Source: an optimization exercise on an open RTL-to-GDS flow (aim: small area). Production flows keep margins and buffers that such runs may drop.
Function was checked by simulation only, so behaviour that the tests miss may differ from the original.
Power figures rest on the tool's default switching activity, not on a simulated workload.

==> design/flow/design.v <==
package rv32_isa_pkg;
    typedef enum logic [4:0] {
        OP_ADD    = 5'b00000,
        OP_SLL    = 5'b00001,
        OP_SLT    = 5'b00010,
        OP_SLTU   = 5'b00011,
        OP_XOR    = 5'b00100,
        OP_SRL    = 5'b00101,
        OP_OR     = 5'b00110,
        OP_AND    = 5'b00111,
        OP_SUB    = 5'b01000,
        OP_SRA    = 5'b01101,
        OP_MUL    = 5'b10000,
        OP_MULH   = 5'b10001,
        OP_MULHSU = 5'b10010,
        OP_MULHU  = 5'b10011,
        OP_DIV    = 5'b10100,
        OP_DIVU   = 5'b10101,
        OP_REM    = 5'b10110,
        OP_REMU   = 5'b10111
    } exec_op_e;
    function automatic logic is_muldiv(input exec_op_e op);
        is_muldiv = op[4];
    endfunction
endpackage
package rv32_flow_pkg;
    typedef logic [4-1:0] tag_t;
    typedef logic [$clog2(4 + 2)-1:0] credit_t;
    typedef enum logic [1:0] {
        MD_IDLE = 2'b00,
        MD_MUL  = 2'b01,
        MD_DIV  = 2'b10,
        MD_DONE = 2'b11   
    } md_state_e;
endpackage
`timescale 1ns/1ns
module rv32_exec_cluster (
    input  logic                   clk_i,
    input  logic                   rst_n_i,
    input  logic                   issue_valid_i,
    input  rv32_isa_pkg::exec_op_e issue_op_i,
    input  logic [32-1:0]       issue_a_i,
    input  logic [32-1:0]       issue_b_i,
    input  rv32_flow_pkg::tag_t    issue_tag_i,
    output logic                   issue_credit_o,
    input  logic                   res_credit_i,
    output logic                   res_valid_o,
    output rv32_flow_pkg::tag_t    res_tag_o,
    output logic [32-1:0]       res_data_o
);
    localparam logic [1:0] PH_PRE  = 2'd0;
    localparam logic [1:0] PH_MAIN = 2'd1;
    localparam logic [1:0] PH_POST = 2'd2;
    localparam logic [1:0] PH_DONE = 2'd3;
    logic [31:0] q_a   [3];
    logic [31:0] q_b   [3];
    logic [4:0]  q_op  [3];
    logic [3:0]  q_tag [3];
    logic [2:0]  q_wp, q_rp;   
    logic [1:0]  q_n;
    logic [31:0] h_a, h_b;
    logic [4:0]  h_op;
    logic        wv;
    logic [1:0]  ph;
    logic [5:0]  cnt;
    logic [4:0]  op;
    logic [3:0]  tag;
    logic [31:0] A, B;
    logic [32:0] ACC;
    logic        c, fneg, nb, cb;
    logic [2:0]  cr;
    logic done, pop, load;
    assign done = wv && (ph == PH_DONE);
    assign pop  = done && (cr != 3'd0);
    assign load = (q_n != 2'd0) && (!wv || pop);
    always_comb begin
        h_op = '0;
        h_a = '0;
        h_b = '0;
        for (int i = 0; i < 3; i++) begin
            h_op  = h_op  | (q_op[i]  & {5{q_rp[i]}});
            h_a[31] = h_a[31] | (q_a[i][31] & q_rp[i]);
            h_b[31] = h_b[31] | (q_b[i][31] & q_rp[i]);
        end
    end
    always_ff @(posedge clk_i) begin
        for (int i = 0; i < 3; i++) begin
            if (issue_valid_i && q_wp[i]) begin
                q_a[i]   <= issue_a_i;
                q_b[i]   <= issue_b_i;
                q_op[i]  <= issue_op_i;
                q_tag[i] <= issue_tag_i;
            end
        end
    end
    always_ff @(posedge clk_i) begin
        if (!rst_n_i) begin
            q_wp <= 3'b001;
            q_rp <= 3'b001;
            q_n  <= 2'd0;
            cr   <= 3'd0;
        end else begin
            if (issue_valid_i) q_wp <= {q_wp[1:0], q_wp[2]};
            if (load)          q_rp <= {q_rp[1:0], q_rp[2]};
            q_n <= q_n + 2'(issue_valid_i) - 2'(load);
            cr  <= cr + 3'(res_credit_i) - 3'(pop);
        end
    end
    logic is_md, is_mul, is_div, is_shift, is_slt, is_log, sgn_div, is_rem;
    logic mul_sa, mul_sb, mulh_any;
    assign is_md    = op[4];
    assign is_mul   = op[4] && !op[2];
    assign is_div   = op[4] && op[2];
    assign is_shift = !op[4] && (op[1:0] == 2'b01);
    assign is_slt   = !op[4] && (op[2:1] == 2'b01);
    assign is_log   = !op[4] && op[2] && (op[1:0] != 2'b01);   
    assign sgn_div  = !op[0];
    assign is_rem   = op[4] && op[2] && op[1];
    assign mul_sa   = (op[1:0] == 2'b01) || (op[1:0] == 2'b10);
    assign mul_sb   = (op[1:0] == 2'b01);
    assign mulh_any = (op[1:0] != 2'b00);
    logic last31, last32, sh_end;
    assign last31 = (cnt[4:0] == 5'd31);
    assign last32 = cnt[5];
    assign sh_end = (cnt[4:0] == B[4:0]);
    logic m_mul, m_div, m_chain, m_rot, m_shift, m_sltfix, m_neg, m_alu;
    assign m_mul    = (ph == PH_MAIN) && is_mul;
    assign m_alu    = (ph == PH_MAIN) && !is_md && !is_shift;
    assign m_div    = (ph == PH_MAIN) && is_div;
    assign m_chain  = (ph == PH_POST) && is_md && (is_mul || is_rem);
    assign m_shift  = (ph == PH_MAIN) && is_shift && !sh_end;
    assign m_sltfix = (ph == PH_POST) && !is_md;
    assign m_rot    = (ph == PH_PRE) || ((ph == PH_POST) && is_div && !is_rem) ||
                      ((ph == PH_MAIN) && !is_md && !is_shift);
    assign m_neg    = ((ph == PH_PRE) || ((ph == PH_POST) && is_div && !is_rem)) && fneg;
    logic        bext;
    logic [33:0] S;
    logic        ge;
    assign bext = m_div ? cb : (mul_sb && B[31]);
    logic [32:0] ax;
    logic [17:0] cl;
    logic [16:0] ch0, ch1;
    logic [15:0] sh0, sh1;
    assign ax    = {bext, B};
    assign cl[0] = 1'b0;
    assign ch0[0] = 1'b0;
    assign ch1[0] = 1'b1;
    for (genvar i = 0; i < 17; i++) begin : g_lo
        assign S[i]    = ACC[i] ^ ax[i] ^ cl[i];
        assign cl[i+1] = (ACC[i] & ax[i]) | (ACC[i] & cl[i]) | (ax[i] & cl[i]);
    end
    for (genvar i = 0; i < 16; i++) begin : g_hi
        assign sh0[i]    = ACC[17+i] ^ ax[17+i] ^ ch0[i];
        assign ch0[i+1]  = (ACC[17+i] & ax[17+i]) | (ACC[17+i] & ch0[i]) | (ax[17+i] & ch0[i]);
        assign sh1[i]    = ACC[17+i] ^ ax[17+i] ^ ch1[i];
        assign ch1[i+1]  = (ACC[17+i] & ax[17+i]) | (ACC[17+i] & ch1[i]) | (ax[17+i] & ch1[i]);
    end
    assign S[32:17] = cl[17] ? sh1 : sh0;
    assign S[33]    = cl[17] ? ch1[16] : ch0[16];
    assign ge   = S[33] || !cb;
    logic Bj, P, Q, ci, s, co, first, cinit, negp, lt, tin;
    assign Bj    = B[0];   
    assign first = (m_chain && is_rem) ? (cnt == 6'd1) : (cnt == 6'd0);
    assign P     = m_mul ? (A[0] ? S[0] : ACC[0]) : (m_chain ? ACC[0] : A[0]);
    assign Q     = ((ph == PH_MAIN) && !is_md) ? (Bj ^ (op[3] || is_slt)) : 1'b0;
    assign cinit = m_neg || ((ph == PH_MAIN) && !is_md && (op[3] || is_slt)) ||
                   (m_chain && fneg && (is_rem || !c));
    assign ci    = first ? cinit : c;
    assign negp  = m_neg || (m_chain && fneg);
    assign s     = (P ^ negp) ^ Q ^ ci;
    assign co    = ((P ^ negp) & Q) | ((P ^ negp) & ci) | (Q & ci);
    assign lt    = (!op[0] && (A[0] ^ Bj)) ^ !co;
    always_comb begin
        if (m_mul)                       tin = P;
        else if (is_shift)               tin = A[31] && op[3];
        else if (is_slt)                 tin = 1'b0;
        else if (is_log && op[1:0] == 2'b10) tin = A[0] | Bj;
        else if (is_log && op[1:0] == 2'b11) tin = A[0] & Bj;
        else if (is_log)                 tin = A[0] ^ Bj;
        else                             tin = s;
    end
    logic        a_l, a_r, bin;
    logic        d_s, d_a, u_s, u_a;
    logic [2:0]  ld;
    logic [5:0]  sel_a;
    logic [3:0]  sel_b, sel_c;
    logic [5:0]  sel_br;
    logic        b_rot, b_top;
    assign b_rot = m_alu || (ph == PH_PRE);
    assign b_top = B[0] ^ (nb && cb && (ph == PH_PRE));
    logic [31:0] a_nx, b_nx;
    logic [32:0] acc_nx;
    logic [3:0]  tag_nx;
    logic [4:0]  op_nx;
    assign ld    = q_rp & {3{load}};
    assign a_l   = m_div || (m_shift && !op[2]) || m_sltfix;
    assign a_r   = !a_l && (m_mul || m_chain || m_rot || m_shift);
    assign bin   = (m_div && ge) || (m_sltfix && c);
    assign sel_a = {ld, !load && a_l, !load && a_r, !load && !a_l && !a_r};
    assign sel_b = {ld, !load};
    assign sel_br = {ld, !load && !b_rot && (ph == PH_MAIN), !load && !b_rot && (ph != PH_MAIN),
                     !load && b_rot};
    assign d_s   = !load && m_div && ge;
    assign d_a   = !load && m_div && !ge;
    assign u_s   = !load && m_mul && A[0];
    assign u_a   = !load && !m_div && !(m_mul && A[0]);
    assign sel_c = {d_s, d_a, u_s, u_a};
    for (genvar k = 0; k < 32; k++) begin : g_ab
        rv32_ao6 u_a (.d({q_a[2][k], q_a[1][k], q_a[0][k],
                          (k == 0) ? bin : A[(k + 31) % 32],
                          (k == 31) ? tin : A[(k + 1) % 32], A[k]}),
                      .s(sel_a), .y(a_nx[k]));
        rv32_ao6 u_b (.d({q_b[2][k], q_b[1][k], q_b[0][k], B[k], B[k], (k == 31) ? b_top : B[k + 1]}),
                      .s(sel_br), .y(b_nx[k]));
    end
    for (genvar k = 0; k < 4; k++) begin : g_tag
        rv32_ao4 u_t (.d({q_tag[2][k], q_tag[1][k], q_tag[0][k], tag[k]}), .s(sel_b), .y(tag_nx[k]));
    end
    for (genvar k = 0; k < 5; k++) begin : g_op
        rv32_ao4 u_o (.d({q_op[2][k], q_op[1][k], q_op[0][k], op[k]}), .s(sel_b), .y(op_nx[k]));
    end
    rv32_ao4 u_c0 (.d({A[31], A[31], S[1], ACC[1]}), .s(sel_c), .y(acc_nx[0]));
    for (genvar k = 1; k < 32; k++) begin : g_c
        rv32_ao4 u_c (.d({S[k-1], ACC[k-1], S[k+1], ACC[k+1]}), .s(sel_c), .y(acc_nx[k]));
    end
    rv32_ao4 u_c32 (.d({S[31], ACC[31], mul_sb && S[32], m_mul && mul_sb && ACC[32]}),
                    .s(sel_c), .y(acc_nx[32]));
    always_ff @(posedge clk_i) begin
        A   <= a_nx;
        B   <= b_nx;
        op  <= op_nx;
        tag <= tag_nx;
        ACC <= acc_nx;
    end
    logic h_sa;
    assign h_sa = h_op[4] && (h_op[2] ? !h_op[0] : ((h_op[1:0] == 2'b01) || (h_op[1:0] == 2'b10)))
                  && h_a[31];
    always_ff @(posedge clk_i) begin
        if (load) begin
            c    <= 1'b0;
            fneg <= h_sa;
            nb   <= h_op[4] && h_op[2] && !(!h_op[0] && h_b[31]);
            cb   <= !(h_op[4] && h_op[2] && !(!h_op[0] && h_b[31]));
        end else begin
            if ((ph == PH_MAIN) && is_slt && last31)
                c <= lt;
            else if (m_mul)
                c <= (c && cnt != 6'd1) || P;   
            else
                c <= co;
            if ((ph == PH_PRE) && nb)
                cb <= cb || B[0];
            if (m_div && cnt == 6'd0 && !is_rem)
                fneg <= (fneg ^ !nb) && !ge;
        end
    end
    always_ff @(posedge clk_i) begin
        if (!rst_n_i) begin
            wv  <= 1'b0;
            ph  <= PH_DONE;
            cnt <= '0;
        end else if (load) begin
            wv  <= 1'b1;
            cnt <= {5'd0, h_op[4] && !h_op[2] && !h_sa};   
            ph  <= ((h_op[4] && h_op[2]) || h_sa) ? PH_PRE : PH_MAIN;
        end else if (pop) begin
            wv <= 1'b0;
        end else if (wv) begin
            cnt <= cnt + 6'd1;
            case (ph)
                PH_PRE: if (last31) begin
                    ph  <= PH_MAIN;
                    cnt <= {5'd0, is_mul};
                end
                PH_MAIN: begin
                    if (is_div) begin
                        if (last32) begin
                            ph  <= (is_rem || fneg) ? PH_POST : PH_DONE;
                            cnt <= '0;
                        end
                    end else if (is_shift) begin
                        if (sh_end) ph <= PH_DONE;
                    end else if (is_mul ? last32 : last31) begin
                        ph  <= ((is_mul && mulh_any) || is_slt) ? PH_POST : PH_DONE;
                        cnt <= '0;
                    end
                end
                PH_POST: begin
                    if (is_slt || (is_rem ? last32 : last31)) ph <= PH_DONE;
                end
                default: ;
            endcase
        end
    end
    assign res_valid_o    = pop;
    assign issue_credit_o = pop;
    assign res_tag_o      = tag;
    assign res_data_o     = A;
endmodule
module rv32_aoi3 (
    input  logic [2:0] d,
    input  logic [2:0] s,
    output logic       y
);
    assign y = !(|(d & s));
endmodule
module rv32_ao6 (
    input  logic [5:0] d,
    input  logic [5:0] s,
    output logic       y
);
    logic n0, n1;
    rv32_aoi3  u_lo (.d(d[2:0]), .s(s[2:0]), .y(n0));
    rv32_aoi3  u_hi (.d(d[5:3]), .s(s[5:3]), .y(n1));
    rv32_nand2 u_y  (.a(n0), .b(n1), .y(y));
endmodule
module rv32_ao4 (
    input  logic [3:0] d,
    input  logic [3:0] s,
    output logic       y
);
    logic n0, n1;
    rv32_aoi3  u_lo (.d(d[2:0]), .s(s[2:0]), .y(n0));
    rv32_nand2 u_n1 (.a(d[3]), .b(s[3]), .y(n1));
    rv32_nand2 u_y  (.a(n0), .b(n1), .y(y));
endmodule
module rv32_nand2 (
    input  logic a,
    input  logic b,
    output logic y
);
    assign y = !(a && b);
endmodule
==> design/flow/flow/run.sh <==
#!/bin/bash
# Layout: the standard flow (standard.sh) unchanged, with two placement
# and clock-tree options passed through the environment to the ORFS scripts:
#  - each port gets the platform's smallest buffer (buf_1) instead of the
#    default choice, clkdlybuf4s50_1;
#  - the clock tree is built from clkbuf_8 with sink clusters of at most
#    16 flip-flops within 50 um, without dummy loads.
# The make output goes to flow_make.log; ORFS keeps each step's log under orfs/logs.
set -euo pipefail
export BUFFER_PORTS_ARGS="-buffer_cell sky130_fd_sc_hd__buf_1"
export CTS_ARGS="-sink_clustering_enable -repair_clock_nets -buf_list sky130_fd_sc_hd__clkbuf_8 -sink_clustering_size 16 -sink_clustering_max_diameter 50 -dont_use_dummy_load"
bash standard.sh > flow_make.log 2>&1
==> design/flow/standard.sh <==
#!/bin/bash
# synth_recipe.tcl (not shown) runs the flow's synth.tcl, then flattens the netlist and writes it again
# the make line also repeats each setting of config.mk as NAME=value (left out here)
make -C /OpenROAD-flow-scripts/flow DESIGN_CONFIG=/design/flow/config.mk WORK_HOME=/design/flow/orfs CLKGATE_MAP_FILE= SYNTH_SCRIPT=/design/flow/synth_recipe.tcl "${@:-finish}"
==> design/flow/config.mk <==
export PLATFORM = sky130hd
export DESIGN_NAME = rv32_exec_cluster
export DESIGN_NICKNAME = rv32_exec_cluster
export VERILOG_FILES = /design/flow/design.v
export SDC_FILE = /design/flow/constraint.sdc
export NUM_CORES = 4
export LEC_CHECK = 0
export CAP_MARGIN = 20
export CORE_MARGIN = 2
export CORE_UTILIZATION = 40
export SLEW_MARGIN = 20
export SYNTH_HIERARCHICAL = 1
==> design/flow/constraint.sdc <==
create_clock -name core_clock -period 10.0 [get_ports {clk_i}]
set_input_delay 2.0000 -clock core_clock [delete_from_list [all_inputs] [get_ports {clk_i}]]
set_output_delay 2.0000 -clock core_clock [all_outputs]
set_load 0.01 [all_outputs]
==> qor.txt, run 1 <==
outcome: no timing/DRC/antenna violations
Syn-to-layout area delta: 10.9%
die width: 192 µm
DR vias: 9,612
clk root buf: clkbuf_8
Max Cap Viol: 0
Yosys top cell area share: 47.1%
layout cells sized above 1: 6.93%
DR WL/cell: 19.9 µm
Pwr Total: 4.39 mW
final hold vios: 0
Final period util: 92.0%
final setup violation count: 0
worst hold slack: 0.423 ns
reg2reg path depth: 25
die area: 36,900 µm²
Yosys top cell by area: edfxtp_1
maximum VDD drop: 0.146 mV
Slew Limit Headroom: 22.9%
vias in the first global route: 9,572
critical path class: reg -> reg
ys flop type: edfxtp_1
EDFF count, synth: 222
Clock transition at path regs: 0.08 ns
post-route ant nets: 0
cts repair resizes: 0
cts hold-fix bufs: 0
LEAKAGE: 5.68 nW
sequential fraction of the synthesis area: 65.1%
clk sinks: 349
Placer Congestion: 0.860
Arrival @ worst endpoint: 9.58 ns
Site Rows: 68
Final Max Slew Viols: 0
CP endpoint kind: register
top cells by area, synth: edfxtp_1, dfxtp_1, a222oi_1
syn nets: 1,148
# IOs: 115
Synth Cell Area: 14,100 µm²
GR Util All Layers: 17.7%
Worst-Skew Late Latency: 0.55 ns
nets@finish: 1,299
pwr/cell area: 280 nW/µm²
syn_area_per_cell: 13.9 µm²
largest net degree at the start of global routing: 61
asr flop ratio synth: 0%
initial antenna violation count: 1
wirelength, routed: 32,300 µm
top post-synthesis cells by count: edfxtp_1, a222oi_1, nand2_1, dfxtp_1, ha_1
Die Ht: 192 µm
warnings from Yosys: 11
Tmin final: 9.20 ns
most frequent cell after synthesis: edfxtp_1
detailed placement HPWL: 20,000 µm
H-tree lvl count: 2
CP Launch Type: register
CP Max Fanout: 33
Pre-antenna DRT Iters: 12
maximum clock frequency: 0.109 GHz
first-pass GRT wire length: 51,800 µm
clk_skew: 0.0691 ns
unrepaired setup endpoints after global routing: no
number of synthesized register bits: 349
min-delay worst type: reg -> reg
Setup TNS: 0 ns
Post-Synthesis Cells: 1,020
worst slew pin tran: 1.16 ns
WHS Path Cells: 2
Via density: 5.92
gr ovfl total: 0
DRC violations left: 0
1st-iter DRT viols: 1,305
core area: 34,700 µm²
initial core utilization: 40.7%
cts bufs inserted: 34
CTS Buffer Depth: 3
Critical Path RT: 10.38 ns
Netlist cell types: 66
number of port buffers: 114
Post-CTS Setup Bufs: 0
CTS tree: done
Yosys stat by module (local to each module, per instance), excerpt:
| module | cells | flops+latches |
|---|---|---|
| rv32_exec_cluster | 702 | 349 |
| rv32_aoi3 | 1 | 0 |
| rv32_nand2 | 1 | 0 |
layout make-up:
class | count | area (µm²)
Timing Repair Buffer | 128 | 533
Antenna cell | 1 | 2.50
Fill cell | 3228 | 19000
Clock buffer | 34 | 468
Multi-Input combinational cell | 636 | 4820
Tap cell | 455 | 569
Inverter | 22 | 82.6
Sequential cell | 349 | 9210
report_power, final:
part           total (mW)  internal [mW]  switching, mW
registers            2.08           1.79          0.292
logic                1.57          0.639          0.931
clock network       0.736          0.304          0.432
worst paths after layout:
kind                   from       to  slack, ns
setup / recovery       B[0]  ACC[21]       0.80
hold / removal    q_b[1][6]     B[6]       0.42
setup reg to reg       B[0]  ACC[21]       0.80
hold reg to reg   q_b[1][6]     B[6]       0.42
logic make-up after synthesis:
| family | Yosys count | share of synthesized area [%] |
|---|---|---|
| compound gates | 274 | 17.4 |
| xor+xnor | 31 | 1.92 |
| fa+ha+maj | 51 | 5.47 |
| buf+inv | 35 | 1.18 |
| flops | 349 | 65.1 |
| mux | 6 | 0.442 |
| simple gates | 274 | 8.48 |
sequential cells by signal, indices dropped and copies added, names as in the netlist, 6 cells and up:
name,flops
q_tag,12
A,32
q_b,96
B,32
ACC,33
cnt,6
q_op,15
q_a,96
per-layer routing:
layer	global-route usage (%)	vias to the layer above	share of wire [%]
met4	4.99	0	2.2
li1	-	4500	-
met1	23.5	4770	44
met3	4.07	47	7.1
met2	29.0	295	47
met5	0	-	0
worst max-delay path: stages (launching register included):
cell and delay, ns:
dfxtp_1 0.40, ha_1 0.24, fa_1 0.38, fa_1 0.39, fa_1 0.39, fa_1 0.39, fa_1 0.39, fa_1 0.39
fa_1 0.39, fa_1 0.39, fa_1 0.39, fa_1 0.39, fa_1 0.39, fa_1 0.39, fa_1 0.39, fa_1 0.40
fa_1 0.41, fa_1 0.43, nand2b_1 0.18, a21oi_1 0.32, o21bai_2 0.15, a21o_4 0.23, o21a_4 0.25, o2111a_2 0.50
a222oi_1 0.38, nand2_1 0.10
per-stage QoR:
stage | setup slack (ns) | cell area, µm² | std cells | util [%]
floorplan | 1.06 | 14100 | 1020 | -
global placement | 0.654 | 15200 | 1590 | 43.8
detailed placement | 0.638 | 15200 | 1590 | 43.8
CTS | 0.588 | 15700 | 1624 | 45.2
global route | 0.337 | 15700 | 1624 | 45.2
finish | 0.797 | 15700 | 1625 | 45.2
layout by cell type (no fill, tap or decap), types with 3 or more instances in the layout:
cell | synthesis | routed
edfxtp_1 | 222 | 222
a222oi_1 | 176 | 176
nand2_1 | 171 | 171
dfxtp_1 | 127 | 127
buf_1 | 0 | 114
clkbuf_8 | 0 | 34
ha_1 | 33 | 33
nor2_1 | 32 | 29
inv_1 | 21 | 21
o21ai_0 | 21 | 21
xnor2_1 | 21 | 21
a21oi_1 | 20 | 19
fa_1 | 18 | 18
buf_4 | 2 | 14
xor2_1 | 10 | 10
and2_1 | 15 | 9
nand2b_1 | 9 | 9
and3_1 | 8 | 8
nor2b_1 | 8 | 7
nor3_1 | 8 | 6
nand3_1 | 6 | 6
o21a_1 | 6 | 6
nand3b_1 | 5 | 5
or2_2 | 5 | 5
o22ai_1 | 4 | 4
o211ai_1 | 4 | 4
mux2i_1 | 4 | 4
and2_2 | 0 | 3
a31oi_1 | 3 | 3
o22a_1 | 3 | 3
and2_4 | 0 | 3
==> run 2: changes to the inputs <==
--- a/design/flow/flow/run.sh
+++ b/design/flow/flow/run.sh
@@ -10,3 +10,3 @@
 export BUFFER_PORTS_ARGS="-buffer_cell sky130_fd_sc_hd__buf_1"
-export CTS_ARGS="-sink_clustering_enable -repair_clock_nets -buf_list sky130_fd_sc_hd__clkbuf_8 -sink_clustering_size 16 -sink_clustering_max_diameter 50 -dont_use_dummy_load"
+export CTS_ARGS="-sink_clustering_enable -repair_clock_nets -buf_list sky130_fd_sc_hd__clkbuf_16 -sink_clustering_size 30 -sink_clustering_max_diameter 80 -dont_use_dummy_load"
 bash standard.sh > flow_make.log 2>&1
--- a/design/flow/config.mk
+++ b/design/flow/config.mk
@@ -9,3 +9,3 @@
 export CORE_MARGIN = 2
-export CORE_UTILIZATION = 40
+export CORE_UTILIZATION = 60
 export SLEW_MARGIN = 20
==> run 2 against run 1 <==
Design area down 1.5%. Critical path type unchanged. Largest power group unchanged. Sequential power hardly changed. Global-route usage up 6.2 points. Register-to-register slack got worse by 0.24 ns. Synthesized cell count unchanged. Still clean. Sequential share of layout area increased by 0.89 points. Cell count fell by 9.4%.
==> qor.txt, run 2 <==
Worst-Skew Late Latency: 0.53 ns (was 0.55 ns)
cts repair resizes: 0 (unchanged)
die width: 158 µm (was 192 µm)
EDFF count, synth: 222 (unchanged)
cts bufs inserted: 16 (was 34)
Placer Congestion: 0.884 (was 0.860)
Via density: 6.43 (was 5.92)
clk root buf: clkbuf_16 (was clkbuf_8)
final setup violation count: 0 (unchanged)
initial core utilization: 60.6% (was 40.7%)
warnings from Yosys: 11 (unchanged)
Reg area: 9210 µm² (unchanged)
pwr/cell area: 280 nW/µm² (about the same)
wirelength, routed: 29,600 µm (was 32,300 µm)
clk sinks: 349 (unchanged)
CTS Buffer Depth: 3 (unchanged)
most frequent cells in the layout: edfxtp_1, a222oi_1, nand2_1 (unchanged)
CTS tree: done (unchanged)
outcome: no timing/DRC/antenna violations (unchanged)
Pwr Total: 4.32 mW (was 4.39 mW)
detailed placement HPWL: 18,400 µm (was 20,000 µm)
Critical Path RT: 10.36 ns (was 10.38 ns)
asr flop ratio synth: 0% (unchanged)
Arrival @ worst endpoint: 9.80 ns (was 9.58 ns)
Yosys top cell area share: 47.1% (unchanged)
area occupied by multi-input gates: 4810 µm² (was 4820 µm²)
CP endpoint kind: register (unchanged)
unrepaired setup endpoints after global routing: no (unchanged)
DR WL/cell: 20.1 µm (was 19.9 µm)
H-tree lvl count: 1 (was 2)
final hold vios: 0 (unchanged)
CP Max Fanout: 33 (unchanged)
Final period util: 94.4% (was 92.0%)
Setup TNS: 0 ns (unchanged)
GR Util All Layers: 23.8% (was 17.7%)
nets@finish: 1,282 (was 1,299)
Post-Synthesis Cells: 1,020 (unchanged)
clk_skew: 0.0701 ns (was 0.0691 ns)
Synth Cell Area: 14,100 µm² (unchanged)
top cells by area, synth: edfxtp_1, dfxtp_1, a222oi_1 (unchanged)
largest net degree at the start of global routing: 62 (was 61)
maximum clock frequency: 0.106 GHz (was 0.109 GHz)
Internal Pwr Total: 2.72 mW (was 2.74 mW)
Clock transition at path regs: 0.10 ns (was 0.08 ns)
Max Cap Viol: 0 (unchanged)
initial antenna violation count: 1 (unchanged)
Largest regs: q_a: 96 flops, q_b: 96 flops, ACC: 33 flops (unchanged)
ys flop type: edfxtp_1 (unchanged)
critical path class: reg -> reg (unchanged)
Sw Pwr: 1.60 mW (was 1.65 mW)
Clk pwr share: 16.0% (was 16.8%)
Syn-to-layout area delta: 9.21% (was 10.9%)
syn nets: 1,148 (unchanged)
sw frac: 37.0% (was 37.7%)
DR vias: 9,459 (was 9,612)
die area: 24,800 µm² (was 36,900 µm²)
vias in the first global route: 8,915 (was 9,572)
core area: 23,300 µm² (was 34,700 µm²)
final core utilization: 66.2% (was 45.2%)
Comb pwr share: 35.8% (about the same)
# IOs: 115 (unchanged)
worst hold slack: 0.444 ns (was 0.423 ns)
most common library cell in the layout ignoring fill and taps: edfxtp_1 (unchanged)
maximum VDD drop: 0.214 mV (was 0.146 mV)
Yosys top cell by area: edfxtp_1 (unchanged)
Site Rows: 56 (was 68)
first-pass GRT wire length: 46,500 µm (was 51,800 µm)
DRC violations left: 0 (unchanged)
CP Launch Type: register (unchanged)
sequential fraction of the synthesis area: 65.1% (unchanged)
fillers: 1,786 (was 3,228)
Pre-antenna DRT Iters: 14 (was 12)
Slew Limit Headroom: 24.4% (was 22.9%)
Seq pwr share: 48.2% (was 47.5%)
gr ovfl total: 0 (unchanged)
fin cells: 1,472 (was 1,625)
top post-synthesis cells by count: edfxtp_1, a222oi_1, nand2_1, dfxtp_1, ha_1 (unchanged)
number of synthesized register bits: 349 (unchanged)
Final Max Slew Viols: 0 (unchanged)
post-route ant nets: 0 (unchanged)
cts hold-fix bufs: 0 (unchanged)
worst slew pin tran: 1.13 ns (was 1.16 ns)
1st-iter DRT viols: 1,430 (was 1,305)
LEAKAGE: 5.64 nW (was 5.68 nW)
most frequent cell after synthesis: edfxtp_1 (unchanged)
number of port buffers: 114 (unchanged)
Die Ht: 158 µm (was 192 µm)
Netlist cell types: 66 (unchanged)
syn_area_per_cell: 13.9 µm² (unchanged)
min-delay worst type: reg -> reg (unchanged)
Tmin final: 9.44 ns (was 9.20 ns)
layout cells sized above 1: 5.56% (was 6.93%)
Post-CTS Setup Bufs: 0 (unchanged)
Placed Cells: 1,455 (was 1,590)
[run 2: cell types whose count changed in the layout (fill, tap and decap cells not counted), sizes merged]
cell / change
buf: +1
clkbuf: -18
[run 2: path summary, 6_finish.rpt]
kind              endpoint  cells after the start   startpoint  slack, ns
hold reg to reg     tag[1]                      2  q_tag[2][1]       0.44
setup / recovery   ACC[21]                     25         B[0]       0.56
hold / removal      tag[1]                      2  q_tag[2][1]       0.44
setup reg to reg   ACC[21]                     25         B[0]       0.56
[run 2: per-layer routing]
| metal | track usage, % | share of wire [%] |
|---|---|---|
| met5 | 0 | 0 |
| met4 | 5.71 | 1.8 |
| met1 | 33.4 | 44 |
| met3 | 4.54 | 7.5 |
| met2 | 38.9 | 47 |
[run 2: worst max-delay path, cell delays in order (launching register included)]
cell and delay, ns:
dfxtp_1 0.40, ha_1 0.22, fa_1 0.38, fa_1 0.39, fa_1 0.39, fa_1 0.39, fa_1 0.39, fa_1 0.39
fa_1 0.39, fa_1 0.39, fa_1 0.39, fa_1 0.39, fa_1 0.39, fa_1 0.39, fa_1 0.40, fa_1 0.41
fa_1 0.40, fa_1 0.43, nand2b_1 0.18, a21oi_1 0.31, o21bai_2 0.16, a21o_4 0.23, o21a_4 0.24, o2111a_1 0.66
a222oi_1 0.49, nand2_1 0.08
[run 2: cell families after synthesis]
| family | synth area share (%) |
|---|---|
| and+or+nand+nor | 8.48 |
| DFF | 65.1 |
| xor gates and xnor gates | 1.92 |
| buffers and inverters | 1.18 |
| AOI/OAI and AO/OA | 17.4 |
| adders and majority gates | 5.47 |
| muxes | 0.442 |
[run 2: stage by stage]
step	worst slack, ns	cell area [µm²]
after floorplan	1.06	14100
after global placement	0.705	15000
after detailed placement	0.645	15000
after CTS	0.578	15400
after global routing	0.112	15400
final	0.558	15400
[run 2: area by class of cell]
| cell class | instances | share of cell area, % |
|---|---|---|
| sequential | 349 | 59.6 |
| clock buffer | 16 | 2.59 |
| tap | 319 | 2.58 |
| timing repair buffer | 129 | 3.50 |
| inverter | 22 | 0.535 |
| multi-input combinational | 636 | 31.2 |
| antenna | 1 | 0.0162 |
[run 2: power groups by stage]
stage	registers, mW	clock network [mW]	logic (mW)
after CTS	2.08	0.710	1.54
final	2.08	0.690	1.55
after global placement	2.11	0	1.52
after global routing	2.12	0.756	1.73
after detailed placement	2.11	0	1.54
after floorplan	2.05	0	1.12
[run 2: per-module statistics from Yosys (local to each module, per instance), excerpt]
module             cell area (µm²)  cells  times used  flip-flops and latches
rv32_aoi3                     10.0      1         170                       0
rv32_exec_cluster            11900    702           1                     349
rv32_nand2                    3.75      1         148                       0
==> run 3: changes to the inputs <==
--- a/design/flow/config.mk
+++ b/design/flow/config.mk
@@ -9,3 +9,3 @@
 export CORE_MARGIN = 2
-export CORE_UTILIZATION = 60
+export CORE_UTILIZATION = 50
 export SLEW_MARGIN = 20
==> run 3 against run 2 <==
Still clean on timing, DRC and antenna. Sequential cell count did not move. Count of clock-buffer cells in the layout is 1 higher. Synthesized cell count did not move. Clock power is 4.1% higher. Sequential share of layout area decreased by 0.37 points. Maximum frequency increased by 2.4%. Worst setup slack better by 0.22 ns. Largest cell class unchanged.
==> qor.txt, run 3 <==
layout cells sized above 1: 5.72% (was 5.56%)
reg2reg path depth: 25 (unchanged)
hold_sp: q_a[1][4] (was q_tag[2][1])
die width: 172 µm (was 158 µm)
Antenna Cells: 0 (was 1)
Placer Congestion: 0.850 (was 0.884)
Netlist cell types: 66 (unchanged)
Yosys top cell by area: edfxtp_1 (unchanged)
Sw Pwr: 1.62 mW (was 1.60 mW)
Comb pwr share: 35.8% (about the same)
Final period util: 92.2% (was 94.4%)
Post-CTS Setup Bufs: 0 (unchanged)
min-delay worst type: reg -> reg (unchanged)
CP Max Fanout: 33 (unchanged)
sequential fraction of the synthesis area: 65.1% (unchanged)
detailed placement HPWL: 19,500 µm (was 18,400 µm)
H-tree lvl count: 1 (unchanged)
DRC violations left: 0 (unchanged)
Seq pwr share: 47.7% (was 48.2%)
global routing usage on met3: 4.74% (was 4.54%)
wirelength, routed: 31,300 µm (was 29,600 µm)
most frequent cell after synthesis: edfxtp_1 (unchanged)
post-route ant nets: 0 (unchanged)
Arrival @ worst endpoint: 9.62 ns (was 9.80 ns)
fillers: 2,378 (was 1,786)
Final Max Slew Viols: 0 (unchanged)
nets@finish: 1,283 (was 1,282)
GRT Max-Usage Layer: met2 (unchanged)
DR vias: 9,557 (was 9,459)
max incr delay on CP: 0.50 ns (was 0.66 ns)
Via density: 6.24 (was 6.43)
core area: 27,800 µm² (was 23,300 µm²)
cell mode on critical path: fa_1 (unchanged)
LEAKAGE: 5.65 nW (was 5.64 nW)
asr flop ratio synth: 0% (unchanged)
top post-synthesis cells by count: edfxtp_1, a222oi_1, nand2_1, dfxtp_1, ha_1 (unchanged)
Die Ht: 172 µm (was 158 µm)
GRT met2 Usage: 34.3% (was 38.9%)
die area: 29,600 µm² (was 24,800 µm²)
cts hold-fix bufs: 0 (unchanged)
xor and xnor area share after synthesis: 1.92% (unchanged)
Max Cap Viol: 0 (unchanged)
pwr/cell area: 281 nW/µm² (was 280 nW/µm²)
Hold EP: A[4] (was tag[1])
adder-cell share of the synthesized area: 5.47% (unchanged)
Worst Setup SP: B[0] (unchanged)
maximum clock frequency: 0.108 GHz (was 0.106 GHz)
sw frac: 37.2% (was 37.0%)
final setup violation count: 0 (unchanged)
1st-iter DRT viols: 1,397 (was 1,430)
Largest regs: q_a: 96 flops, q_b: 96 flops, ACC: 33 flops (unchanged)
DR WL/cell: 20.4 µm (was 20.1 µm)
clk root buf: clkbuf_16 (unchanged)
initial core utilization: 50.9% (was 60.6%)
Clk pwr share: 16.5% (was 16.0%)
unrepaired setup endpoints after global routing: no (unchanged)
ys flop type: edfxtp_1 (unchanged)
initial antenna violation count: 2 (was 1)
largest net degree at the start of global routing: 67 (was 62)
CTS Buffer Depth: 3 (unchanged)
post-synthesis compound-gate area fraction: 17.4% (unchanged)
final core utilization: 55.9% (was 66.2%)
gr ovfl total: 0 (unchanged)
Reg area: 9210 µm² (unchanged)
most frequent cells in the layout: edfxtp_1, a222oi_1, nand2_1 (unchanged)
critical path's slowest cell: o2111a_2 (was o2111a_1)
Yosys top cell area share: 47.1% (unchanged)
cts bufs inserted: 17 (was 16)
post-synthesis mux area share: 0.442% (unchanged)
cts repair resizes: 0 (unchanged)
final hold vios: 0 (unchanged)
Setup TNS: 0 ns (unchanged)
Post-Synthesis Cells: 1,020 (unchanged)
Slew Limit Headroom: 43.4% (was 24.4%)
Synth Cell Area: 14,100 µm² (unchanged)
clk_skew: 0.0678 ns (was 0.0701 ns)
Critical Path RT: 10.40 ns (was 10.36 ns)
WHS Path Cells: 2 (unchanged)
CTS tree: done (unchanged)
Tmin final: 9.22 ns (was 9.44 ns)
Design Area, Final: 15,500 µm² (was 15,400 µm²)
Pre-antenna DRT Iters: 13 (was 14)
GR Util All Layers: 21.1% (was 23.8%)
Reg-to-Reg End: ACC[4] (was ACC[21])
Worst-Skew Late Latency: 0.53 ns (about the same)
clk sinks: 349 (unchanged)
number of port buffers: 114 (unchanged)
setup slack, reg-to-reg: 0.78 ns (was 0.56 ns)
warnings from Yosys: 11 (unchanged)
DP Area: 15,100 µm² (was 15,000 µm²)
Site Rows: 61 (was 56)
# IOs: 115 (unchanged)
number of synthesized register bits: 349 (unchanged)
Post-Synth Simple-Gate Area: 8.48% (unchanged)
vias in the first global route: 9,105 (was 8,915)
EDFF count, synth: 222 (unchanged)
syn_area_per_cell: 13.9 µm² (unchanged)
Syn-to-layout area delta: 9.90% (was 9.21%)
first-pass GRT wire length: 49,500 µm (was 46,500 µm)
GRT met1 Usage: 29.5% (was 33.4%)
area occupied by multi-input gates: 4810 µm² (about the same)
maximum VDD drop: 0.236 mV (was 0.214 mV)
most common library cell in the layout ignoring fill and taps: edfxtp_1 (unchanged)
CP endpoint kind: register (unchanged)
largest family of logic cells by synthesized area: compound AO/OA/AOI/OAI gates (unchanged)
outcome: no timing/DRC/antenna violations (unchanged)
top cells by area, synth: edfxtp_1, dfxtp_1, a222oi_1 (unchanged)
Clock transition at path regs: 0.11 ns (was 0.10 ns)
syn nets: 1,148 (unchanged)
critical path class: reg -> reg (unchanged)
worst slew pin tran: 0.849 ns (was 1.13 ns)
Reg-to-Reg Start: B[0] (unchanged)
Internal Pwr Total: 2.74 mW (was 2.72 mW)
CP Launch Type: register (unchanged)
run 3: cell counts after synthesis:
No cell type changed its count.
run 3: how the worst max path moves through the flow:
stage	endpoint	slack (ns)	cells past startpoint
global route	ACC[16]	0.35	25
CTS	ACC[4]	0.56	25
finish	ACC[4]	0.78	25
global placement	ACC[2]	0.67	25
floorplan	ACC[0]	1.06	25
detailed placement	ACC[4]	0.62	25
run 3: through the flow:
step	setup WS, ns	instances	power [mW]	hold WS, ns
floorplan	1.06	1020	3.17	0.412
global placement	0.667	1514	3.66	0.420
detailed placement	0.621	1514	3.67	0.430
CTS	0.559	1531	4.39	0.426
global route	0.352	1531	4.67	0.448
finish	0.777	1531	4.36	0.416
run 3: critical path: cells and delay by family, from the launching register on:
family	cells	cell delay (ns)
adders and majority gates	17	6.58
AOI/OAI and AO/OA	6	1.84
DFF	1	0.41
and+or+nand+nor	2	0.27
run 3: kinds of logic (layout without fill, tap and decap cells):
logic type / Yosys count / count (layout)
adders and majority gates: 51 / 51
DFF: 349 / 349
muxes: 6 / 6
xor gates and xnor gates: 31 / 31
buffers and inverters: 35 / 168
and+or+nand+nor: 274 / 274
AOI/OAI and AO/OA: 274 / 274
run 3: Yosys stat by module, one instance, submodules excluded, excerpt:
module / copies in the design / cells / area [µm²] / flops+latches
rv32_aoi3: 170 / 1 / 10.0 / 0
rv32_exec_cluster: 1 / 702 / 11900 / 349
rv32_nand2: 148 / 1 / 3.75 / 0
run 3: power groups by stage:
stage                     Combinational (mW)  Clock [mW]  Sequential (mW)
after floorplan                         1.12           0             2.05
after global placement                  1.55           0             2.11
after detailed placement                1.56           0             2.11
after CTS                               1.56       0.747             2.08
after global routing                    1.76       0.791             2.13
final                                   1.56       0.718             2.08
run 3: area by class of cell:
type	count	share of cell area, %
Inverter	22	0.531
Multi-Input combinational cell	636	31.0
Timing Repair Buffer	129	3.48
Tap cell	378	3.04
Sequential cell	349	59.2
Clock buffer	17	2.74
run 3: layer usage:
layer,part of all wire (%),vias up,wire [µm]
met5,0.090,-,28
met4,1.4,4,426
met3,8.3,30,2600
met2,48,335,14900
met1,43,4704,13300
li1,-,4484,-
==> run 4: changes to the inputs <==
--- a/design/flow/flow/run.sh
+++ b/design/flow/flow/run.sh
@@ -5,4 +5,4 @@
 #    default choice, clkdlybuf4s50_1;
-#  - the clock tree is built from clkbuf_8 with sink clusters of at most
-#    16 flip-flops within 50 um, without dummy loads.
+#  - the clock tree is built from clkbuf_16 with sink clusters of at most
+#    30 flip-flops within 80 um, without dummy loads.
 # The make output goes to flow_make.log; ORFS keeps each step's log under orfs/logs.
==> run 4 against run 3 <==
Still clean. Hold slack stayed put. Die area did not move. Design area is the same. Utilization did not move. Sequential share of layout area is the same. Non-clock buffer count is the same. Synthesized cell count unchanged. Worst setup slack is the same. Synthesized area unchanged. Count of clock-buffer cells in the layout unchanged. Clock skew did not move. Total power did not move. Critical path type unchanged. Largest cell class unchanged.
==> qor.txt, run 4 <==
Via density: 6.24 (unchanged)
fin cells: 1,531 (unchanged)
most frequent cells in the layout: edfxtp_1, a222oi_1, nand2_1 (unchanged)
unrepaired setup endpoints after global routing: no (unchanged)
cts hold-fix bufs: 0 (unchanged)
Placer Congestion: 0.850 (unchanged)
Final period util: 92.2% (unchanged)
final setup violation count: 0 (unchanged)
Tmin final: 9.22 ns (unchanged)
Final Max Slew Viols: 0 (unchanged)
Yosys top cell area share: 47.1% (unchanged)
detailed placement HPWL: 19,500 µm (unchanged)
Max Cap Viol: 0 (unchanged)
area occupied by multi-input gates: 4810 µm² (unchanged)
number of synthesized register bits: 349 (unchanged)
fillers: 2,378 (unchanged)
Antenna Cells: 0 (unchanged)
number of port buffers: 114 (unchanged)
Yosys top cell by area: edfxtp_1 (unchanged)
DR vias: 9,557 (unchanged)
clk root buf: clkbuf_16 (unchanged)
sequential fraction of the synthesis area: 65.1% (unchanged)
Pwr Total: 4.36 mW (unchanged)
EDFF count, synth: 222 (unchanged)
Arrival @ worst endpoint: 9.62 ns (about the same)
clk_skew: 0.0678 ns (unchanged)
syn_area_per_cell: 13.9 µm² (unchanged)
post-place setup slack: 0.621 ns (unchanged)
top cells by area, synth: edfxtp_1, dfxtp_1, a222oi_1 (unchanged)
die area: 29,600 µm² (unchanged)
CTS tree: done (unchanged)
min-delay worst type: reg -> reg (unchanged)
Setup TNS: 0 ns (unchanged)
LEAKAGE: 5.65 nW (unchanged)
largest family of logic cells by synthesized area: compound AO/OA/AOI/OAI gates (unchanged)
adder-cell share of the synthesized area: 5.47% (unchanged)
wirelength, routed: 31,300 µm (unchanged)
worst slew pin tran: 0.849 ns (unchanged)
top post-synthesis cells by count: edfxtp_1, a222oi_1, nand2_1, dfxtp_1, ha_1 (unchanged)
most frequent cell after synthesis: edfxtp_1 (unchanged)
critical path class: reg -> reg (unchanged)
# IOs: 115 (unchanged)
Reg area: 9210 µm² (unchanged)
initial antenna violation count: 2 (unchanged)
warnings from Yosys: 11 (unchanged)
Placed Cells: 1,514 (unchanged)
final hold vios: 0 (unchanged)
pwr/cell area: 281 nW/µm² (unchanged)
Site Rows: 61 (unchanged)
Die Ht: 172 µm (unchanged)
1st-iter DRT viols: 1,397 (unchanged)
cts repair resizes: 0 (unchanged)
GR Util All Layers: 21.1% (unchanged)
initial core utilization: 50.9% (unchanged)
asr flop ratio synth: 0% (unchanged)
cts bufs inserted: 17 (unchanged)
most common library cell in the layout ignoring fill and taps: edfxtp_1 (unchanged)
core area: 27,800 µm² (unchanged)
Syn-to-layout area delta: 9.90% (unchanged)
vias in the first global route: 9,105 (unchanged)
post-route ant nets: 0 (unchanged)
Slew Limit Headroom: 43.4% (unchanged)
Synth Cell Area: 14,100 µm² (unchanged)
Critical Path RT: 10.40 ns (about the same)
CP endpoint kind: register (unchanged)
Post-Synthesis Cells: 1,020 (unchanged)
DR WL/cell: 20.4 µm (unchanged)
maximum VDD drop: 0.236 mV (unchanged)
DRC violations left: 0 (unchanged)
post-synthesis mux area share: 0.442% (unchanged)
ys flop type: edfxtp_1 (unchanged)
Pre-antenna DRT Iters: 13 (unchanged)
Post-Synth Simple-Gate Area: 8.48% (unchanged)
PnR worst setup slack: 0.777 ns (unchanged)
maximum clock frequency: 0.108 GHz (unchanged)
post-synthesis compound-gate area fraction: 17.4% (unchanged)
Largest regs: q_a: 96 flops, q_b: 96 flops, ACC: 33 flops (unchanged)
largest net degree at the start of global routing: 67 (unchanged)
nets@finish: 1,283 (unchanged)
H-tree lvl count: 1 (unchanged)
Worst-Skew Late Latency: 0.53 ns (about the same)
xor and xnor area share after synthesis: 1.92% (unchanged)
CP Launch Type: register (unchanged)
CTS Buffer Depth: 3 (unchanged)
Netlist cell types: 66 (unchanged)
gr ovfl total: 0 (unchanged)
clk sinks: 349 (unchanged)
Post-CTS Setup Bufs: 0 (unchanged)
first-pass GRT wire length: 49,500 µm (unchanged)
CP Max Fanout: 33 (unchanged)
syn nets: 1,148 (unchanged)
outcome: no timing/DRC/antenna violations (unchanged)
die width: 172 µm (unchanged)
layout cells sized above 1: 5.72% (unchanged)
Clock transition at path regs: 0.11 ns (about the same)
-- run 4: final timing paths --
kind,endpoint,depth (start not counted),startpoint,slack [ns]
worst min-delay path,A[4],2,q_a[1][4],0.42
worst max register to register,ACC[4],25,B[0],0.78
worst min register to register,A[4],2,q_a[1][4],0.42
worst max-delay path,ACC[4],25,B[0],0.78
-- run 4: through the flow --
| step | instance area, µm² | utilization [%] | hold slack (ns) |
|---|---|---|---|
| finish | 15500 | 55.9 | 0.416 |
| global route | 15500 | 55.9 | 0.448 |
| CTS | 15500 | 55.9 | 0.426 |
| detailed placement | 15100 | 54.4 | 0.430 |
| global placement | 15100 | 54.4 | 0.420 |
| floorplan | 14100 | - | 0.412 |
-- run 4: cell type report --
type                       count  share of cell area, %
multi-input combinational    636                   31.0
clock buffer                  17                   2.74
tap                          378                   3.04
sequential                   349                   59.2
timing repair buffer         129                   3.48
inverter                      22                  0.531
-- run 4: cell families (layout without fill, tap and decap cells) --
logic type | after synthesis | after routing
DFF | 349 | 349
adders and majority gates | 51 | 51
and+or+nand+nor | 274 | 274
buffers and inverters | 35 | 168
AOI/OAI and AO/OA | 274 | 274
xor gates and xnor gates | 31 | 31
muxes | 6 | 6
-- run 4: power breakdown --
group	switching (mW)	internal [mW]	total, mW
logic	0.920	0.641	1.56
clock network	0.412	0.306	0.718
registers	0.291	1.79	2.08
-- run 4: modules after synthesis, one instance, submodules excluded, a selection --
module             flops+latches  cell area (µm²)  cells  times used
rv32_aoi3                      0             10.0      1         170
rv32_exec_cluster            349            11900    702           1
rv32_nand2                     0             3.75      1         148
-- run 4: metal layers --
layer  vias up  track usage, %  routed length [µm]
met5         -               0                  28
met4         4            3.95                 426
met3        30            4.74                2600
met2       335            34.3               14900
met1      4704            29.5               13300
li1       4484               -                   -
-- run 4: critical path, cell delays in order (launching register included) --
cell and delay, ns:
dfxtp_1 0.41, ha_1 0.23, fa_1 0.41, fa_1 0.40
fa_1 0.39, fa_1 0.38, fa_1 0.39, fa_1 0.39
fa_1 0.39, fa_1 0.39, fa_1 0.39, fa_1 0.39
fa_1 0.39, fa_1 0.40, fa_1 0.41, fa_1 0.40
fa_1 0.40, fa_1 0.43, nand2b_1 0.18, a21oi_1 0.31
o21bai_2 0.15, a21o_4 0.24, o21a_4 0.25, o2111a_2 0.50
a222oi_1 0.39, nand2_1 0.09

-- separate check: timing with driven ports --
The flow's constraints put no driver on any port. The routed layouts listed below were extracted and timed again, unchanged, in two steps. Step 1 assumes that a clkbuf_16 drives the clock port and a buf_2 every other input. Step 2 moves the port delays by t, midway between the first and last clock arrival at a register: inputs arrive t later, outputs are due t later. That takes back most of the time a late clock gives input paths. Slacks: no drivers / after step 1 / after step 2; pairs: no drivers / after step 1.
| run | shift t [ns] | setup WS [ns] | cell pins on the clock port's net |
|---|---|---|---|
| run 1 | 0.571 | 0.797 / 0.797 / 0.797 | 1 |
| run 2 | 0.542 | 0.558 / 0.558 / 0.558 | 1 |
| run 3 | 0.548 | 0.777 / 0.777 / 0.777 | 1 |
| run 4 | 0.548 | 0.777 / 0.777 / 0.777 | 1 |
After both steps setup and hold are still met in every run listed.
